This is an optimization exercise on Yosys and OpenROAD, whose aim is small area, a short achievable clock period and few clock cycles, not a production implementation. RTL that was checked went through simulation tests only; none was proved equivalent to the original. Only the layout flow was run in run 1; the RTL was not checked for function there.

==> flow/design.v (outline; a module is shown in full before it is edited, if it fits) <==
// module pixel_calculator: 1695 lines
// module plane_mapper: 87 lines
// module pixel_scheduler: 31 lines
// module mandelbrot_engine: 138 lines
module mandelbrot_engine (
	input logic tb_clk,
	input logic rst_n,
	input logic start,
	input logic [75:0] region,
	input logic [8-1:0] max_iter,
	output logic busy,
	output logic pixel_valid,
	output logic frame_done,
	output logic [23:0] pixel
);
  // ...
==> flow/flow/run.sh <==
#!/bin/bash
# The standard layout (standard.sh), with two changes: the port buffers
# on buf_2 instead of the default delay buffer, and Yosys's synth run with
# -noabc, so its quick ABC pass does not rewrite the adder trees before ORFS
# extracts full adders (the final ABC mapping still runs). The constraints
# and the clock period are the standard flow's.
set -euo pipefail
export BUFFER_PORTS_ARGS="-buffer_cell sky130_fd_sc_hd__buf_2"
export SYNTH_ARGS="-noabc"
bash standard.sh > standard.log 2>&1
==> flow/standard.sh <==
#!/bin/bash
# synth_recipe.tcl (not shown) runs the flow's synth.tcl, then flattens the netlist and writes it again
# the make line also repeats each setting of config.mk as NAME=value (left out here)
make -C /OpenROAD-flow-scripts/flow DESIGN_CONFIG=/design/flow/config.mk WORK_HOME=/design/flow/orfs CLKGATE_MAP_FILE= SYNTH_SCRIPT=/design/flow/synth_recipe.tcl "${@:-finish}"
==> flow/config.mk <==
export PLATFORM = sky130hd
export DESIGN_NAME = mandelbrot_engine
export DESIGN_NICKNAME = mandelbrot_engine
export VERILOG_FILES = /design/flow/design.v
export SDC_FILE = /design/flow/constraint.sdc
export NUM_CORES = 4
export LEC_CHECK = 0
export ABC_AREA = 1
export CAP_MARGIN = 20
export CORE_MARGIN = 2
export CORE_UTILIZATION = 55
export CTS_CLUSTER_DIAMETER = 100
export CTS_CLUSTER_SIZE = 24
export PLACE_DENSITY = 0.7
export SLEW_MARGIN = 70
==> flow/constraint.sdc <==
create_clock -name core_clock -period 15.0 [get_ports {tb_clk}]
set_input_delay 3.0000 -clock core_clock [delete_from_list [all_inputs] [get_ports {tb_clk}]]
set_output_delay 3.0000 -clock core_clock [all_outputs]
set_load 0.01 [all_outputs]
==> impl_results.md, run 1 <==
* Setup Buffers After CTS at 0
* Status: timing/DRC/antenna clean
* Most frequent cell after synthesis: inv_1
* Crit path to: frame_done
* Fin worst setup slack at 10.63 ns
* Post-synthesis compound-gate area fraction at 5.80%
* Mux cell area share after synthesis at 0.0291%
* Final wirelength at 168000 um
* Most common cell after layout, fill and taps aside: inv_1
* Vias at 48800
* Period utilisation layout at 29.1%
* Top cells by count, synth: inv_1, nand2_1, nor2_1
* Top Family by Delay on Critical Path: flip-flops
* Gate Count Post-Synth at 7736
* Routability Congestion at 0.921
* Drt pass-1 iters at 8
* NonClk Buf Share at 1.58%
* Largest net degree at the start of global routing at 55
* CTS tree: built
* Register bit total from synthesis at 990
* Final #Nets at 9216
* Metal-1 WL at 73900 um
* First-pass GRT wire length at 270000 um
* Sequential area share after synthesis at 30.4%
* Max-slew violations at 0
* Crit end category: primary output
* RSZ-0062 raised after global routing: no
* Synth Area per Inst at 8.88 um^2
* M3 GR Usage at 3.94%
* CTS Buf Count at 53
* Max Clk Rate at 229 MHz
* Post-DRT Antenna Nets at 0
* Initial drt markers at 4030
* Vias per cell at 5.23
==> run 2: changes to the inputs <==
--- a/flow/design.v
+++ b/flow/design.v
@@ -90,17 +90,17 @@
 	assign zr13 = zr[12:0];
 	assign zi13 = zi[12:0];
 	logic signed [14:0] zrs;
 	logic signed [14:0] zis;
 	assign zrs = zr;
 	assign zis = zi;
 	assign oor = (zrs > 15'sd2048) || (zrs < -15'sd2048) || (zis > 15'sd2048) || (zis < -15'sd2048);
 	assign match = (zr13 == sr) && (zi13 == si);
-	assign save = (kk[1:0] == 2'd0) && (!kk[2] || (kk[7:4] == 4'd0));
+	assign save = (kk[2:0] == 3'd0);
 	logic [11:0] sqr_y;
 	assign sqr_y = zr13[11:0] ^ {12{zr13[12]}};
 	logic sqr_w1;
 	logic sqr_w2;
 	assign sqr_w1 = sqr_y[5] ^ (sqr_y[0] & sqr_y[9]);
 	assign sqr_w2 = sqr_y[5] & (sqr_y[0] & sqr_y[9]);
 	logic sqr_w3;
 	logic sqr_w4;
==> flow/config.mk (replaced) <==
export PLATFORM = sky130hd
export DESIGN_NAME = mandelbrot_engine
export DESIGN_NICKNAME = mandelbrot_engine
export VERILOG_FILES = /design/flow/design.v
export SDC_FILE = /design/flow/constraint.sdc
export NUM_CORES = 4
export LEC_CHECK = 0
export CAP_MARGIN = 20
export CORE_MARGIN = 2
export CORE_UTILIZATION = 40
export CTS_CLUSTER_DIAMETER = 100
export CTS_CLUSTER_SIZE = 24
export PLACE_DENSITY = 0.6
export SLEW_MARGIN = 70
==> run 2 against run 1 <==
Still clean on timing, DRC and antenna. First-iteration DRC count shrank 26%. Synthesized cell count shrank 18%. Via count shrank 9.4%. Synthesized area shrank 4.7%. Highest routed layer unchanged. Largest cell class unchanged.
==> impl_results.md, run 2 <==
* Status: timing/DRC/antenna clean
* Max transition margin at 67.9%
* Dominant synthesized flop cell: dfxtp_1
* Critical Path AT at 5.15 ns
* Sequential area share after synthesis at 31.9% (+1.5 points)
* Cell variety after synth at 82
* Post-DP HPWL at 129000 um
* Final hold violations at 0
* Slew at the pin with the worst max-slew slack at 0.482 ns
* Crit end category: flop
* CP Data Required Time at 15.56 ns
* Initial drt markers at 2991 (-26%)
* Clock Tree Root: clkbuf_16
* Core Util, Final at 43.4%
* # fillers at 15300
* Period utilisation layout at 30.6% (+1.5 points)
* Setup Buffers After CTS at 0 (unchanged)
* Clock sinks at 990
* Yosys top cell area share at 27.0%
* Synth top area cells: dfxtp_1, fa_1, ha_1, nor2_1, edfxtp_1
* Mapped cell area at 65500 um^2
* Most flops, register: region_q
* Dominant cell type by area after synthesis: dfxtp_1
* Biggest cell delay along the critical path at 0.54 ns
* Vias in the first global route at 45300
* Max Clk Rate at 218 MHz (-4.8%)
* CTS tree: built
* Htree depth at 2
* Post-DRT Antenna Nets at 0 (unchanged)
* DR WL/cell at 19.7 um
* Max reg flops at 56
* Syn Nets at 7875
* Port bufs at 113
* Chip height at 409 um
* Final setup fails at 0
* First-pass GRT wire length at 263000 um (-2.9%)
* Register bit total from synthesis at 990 (unchanged)
* Register-to-Register Path Depth at 14
* Layout cells sized above 1 at 8.24%
* Max-slew violations at 0 (unchanged)
* Critical Path Source Type: flop
* Worst-Skew Late Latency at 0.73 ns
* Crit path max fanout at 5
* Top cells by count, synth: nor2_1, dfxtp_1, fa_1
* Synth warnings at 5
* FP Rows at 148
* Worst hold slack at 0.315 ns
* Max-cap violations at 0
* Die extent in x at 409 um
* Vias per cell at 5.24 (+0.13%)
* Largest net degree at the start of global routing at 86 (+56%)
* Kind of path behind the tightest hold check: flop to flop
* Most common cell after layout, fill and taps aside: nor2_1
* Crit path top cell by count: fa_1
* Vias at 44200 (-9.4%)
* Routability Congestion at 0.878 (-4.7%)
* TNS Setup at 0 ns
* Final wirelength at 166000 um (-0.83%)
* DIE AREA at 167000 um^2
* RSZ-0062 raised after global routing: no
* CTS resizes at 0
* Gate Count Post-Synth at 6312 (-18%)
* DRC at 0
* Reg area at 20900 um^2
* Skew final at 0.0760 ns
* Most frequent cells in the layout: nor2_1, fa_1, dfxtp_1
* Worst-path clk slew at 0.10 ns
* Slowest CP cell: fa_1
* Critical path class: flop to flop
* Async SR Flop Fraction at 0%
* Final #Nets at 7801 (-15%)
* Multi-input gate area at 42500 um^2
* IO Pins at 114
* Total grt overflow at 0
* Cts hold-fix bufs at 0
* Worst Hold Depth at 0
* Drt pass-1 iters at 5 (-3)
* Clk buf depth at 3
* Synth Area per Inst at 10.4 um^2 (+17%)
* Core box area at 163000 um^2
* Initial antenna violation count at 19
* Post-synth EDFFs at 106
* CTS Buf Count at 53 (unchanged)
* Area grow syn2layout at 7.81%
* Worst path cell trace: ha_1, fa_1, fa_1, fa_1, a21o_1, a21oi_2, o21bai_1, a2111oi_4, or4_1, o21ai_0, or4_1, o41ai_2, buf_1, nand4_1
* Final worst path period need at 4.59 ns
* Most frequent cell after synthesis: nor2_1
* Global-route usage over all layers at 20.0%
* Initial Util at 40.2%
-- run 2: cell count changes in the layout (fill, tap and decap cells not counted), moves of 73 or more --
| cell | before | now |
|---|---|---|
| and3_1 | 0 | 190 |
| a21o_1 | 30 | 110 |
| and2_1 | 3 | 95 |
| o21ai_0 | 311 | 185 |
| nand3_1 | 189 | 62 |
| xnor2_1 | 58 | 144 |
| nor2b_1 | 0 | 73 |
| nand2_1 | 1374 | 460 |
| inv_1 | 1405 | 340 |
| nor2_1 | 900 | 982 |
-- run 2: area by class of cell --
class | instances | share of cell area [%]
clock buffers | 61 | 1.98
multi-input cells | 4608 | 60.2
well taps | 2175 | 3.85
repair buffers | 167 | 1.65
clock inverters | 19 | 0.450
inverters | 418 | 2.24
diodes | 5 | 0.0177
flip-flops and latches | 990 | 29.6
-- run 2: kinds of logic (layout without fill, tap and decap cells) --
group	count (synthesis)	after routing	share of synthesized area (%)
AOI/OAI and AO/OA	723	723	7.11
xor gates and xnor gates	265	265	3.54
muxes	59	59	0.922
adders and majority gates	1476	1476	38.3
DFF	990	990	31.9
buffers and inverters	714	665	4.14
other	0	5	0
and+or+nand+nor	2085	2085	14.2
-- run 2: layer usage --
metal	track usage (%)	routed length, um	part of all wire [%]	up-vias
met2	31.9	75900	46	1218
met1	28.1	75000	45	22300
met4	6.64	5920	3.6	6
li1	-	-	-	20500
met3	2.61	9560	5.7	244
met5	0	41	0.025	-
-- run 2: final timing paths --
kind	from	to	slack, ns
worst min register to register	unit[1].pixel_calculator_i.m_si[8]	unit[1].pixel_calculator_i.h_si[8]	0.31
worst max-delay path	unit[0].pixel_calculator_i.m_br[1]	unit[0].pixel_calculator_i.h_done	10.41
worst min-delay path	unit[1].pixel_calculator_i.m_si[8]	unit[1].pixel_calculator_i.h_si[8]	0.31
worst max register to register	unit[0].pixel_calculator_i.m_br[1]	unit[0].pixel_calculator_i.h_done	10.41
-- run 2: critical path, delay by kind of cell (launching register included) --
family / cells / cell delay [ns]
fa+ha+maj: 4 / 1.82
compound gates: 6 / 1.29
simple gates: 3 / 0.79
flops: 1 / 0.34
buf+inv: 1 / 0.18
-- run 2: per-stage QoR --
| stage | instances | worst slack (ns) | cell area (um^2) |
|---|---|---|---|
| finish | 8443 | 10.41 | 70600 |
| detailed placement | 8354 | 10.37 | 68700 |
| global route | 8438 | 10.14 | 70600 |
| floorplan | 6312 | 10.90 | 65500 |
| global placement | 8331 | 10.16 | 67900 |
| CTS | 8434 | 10.34 | 70400 |
Testbench counts of run 2, summed over its fixed seeds: cycles 119,026.

==> re-timing with driven ports <==
The flow's constraints put no driver on any port. The routed layouts listed below were extracted and timed again, unchanged, in two steps.
Step 1 (the two cells are an assumption about what drives the block):
set clk [get_ports {tb_clk}]
set_driving_cell -lib_cell sky130_fd_sc_hd__clkbuf_16 $clk
set_driving_cell -lib_cell sky130_fd_sc_hd__buf_2 [delete_from_list [all_inputs] $clk]
Step 2 moves the port delays by t, midway between the first and last clock arrival at a register: inputs arrive t later, outputs are due t later. That takes back most of the time a late clock gives input paths.
a / b / c = ideal ports / drivers / drivers and shift; a / b = the first two.
run | shift t [ns] | setup slack, ns | worst setup path after step 2 | latest minus earliest clock arrival (ns) | worst register clock-pin slew, ns
run 1 | 0.768 | 10.630 / 10.556 / 11.139 | register to register | 0.055 / 0.055 | 0.11 / 0.11
run 2 | 0.765 | 10.409 / 10.378 / 10.409 | register to register | 0.076 / 0.076 | 0.11 / 0.11
After both steps setup and hold are still met in every run listed.
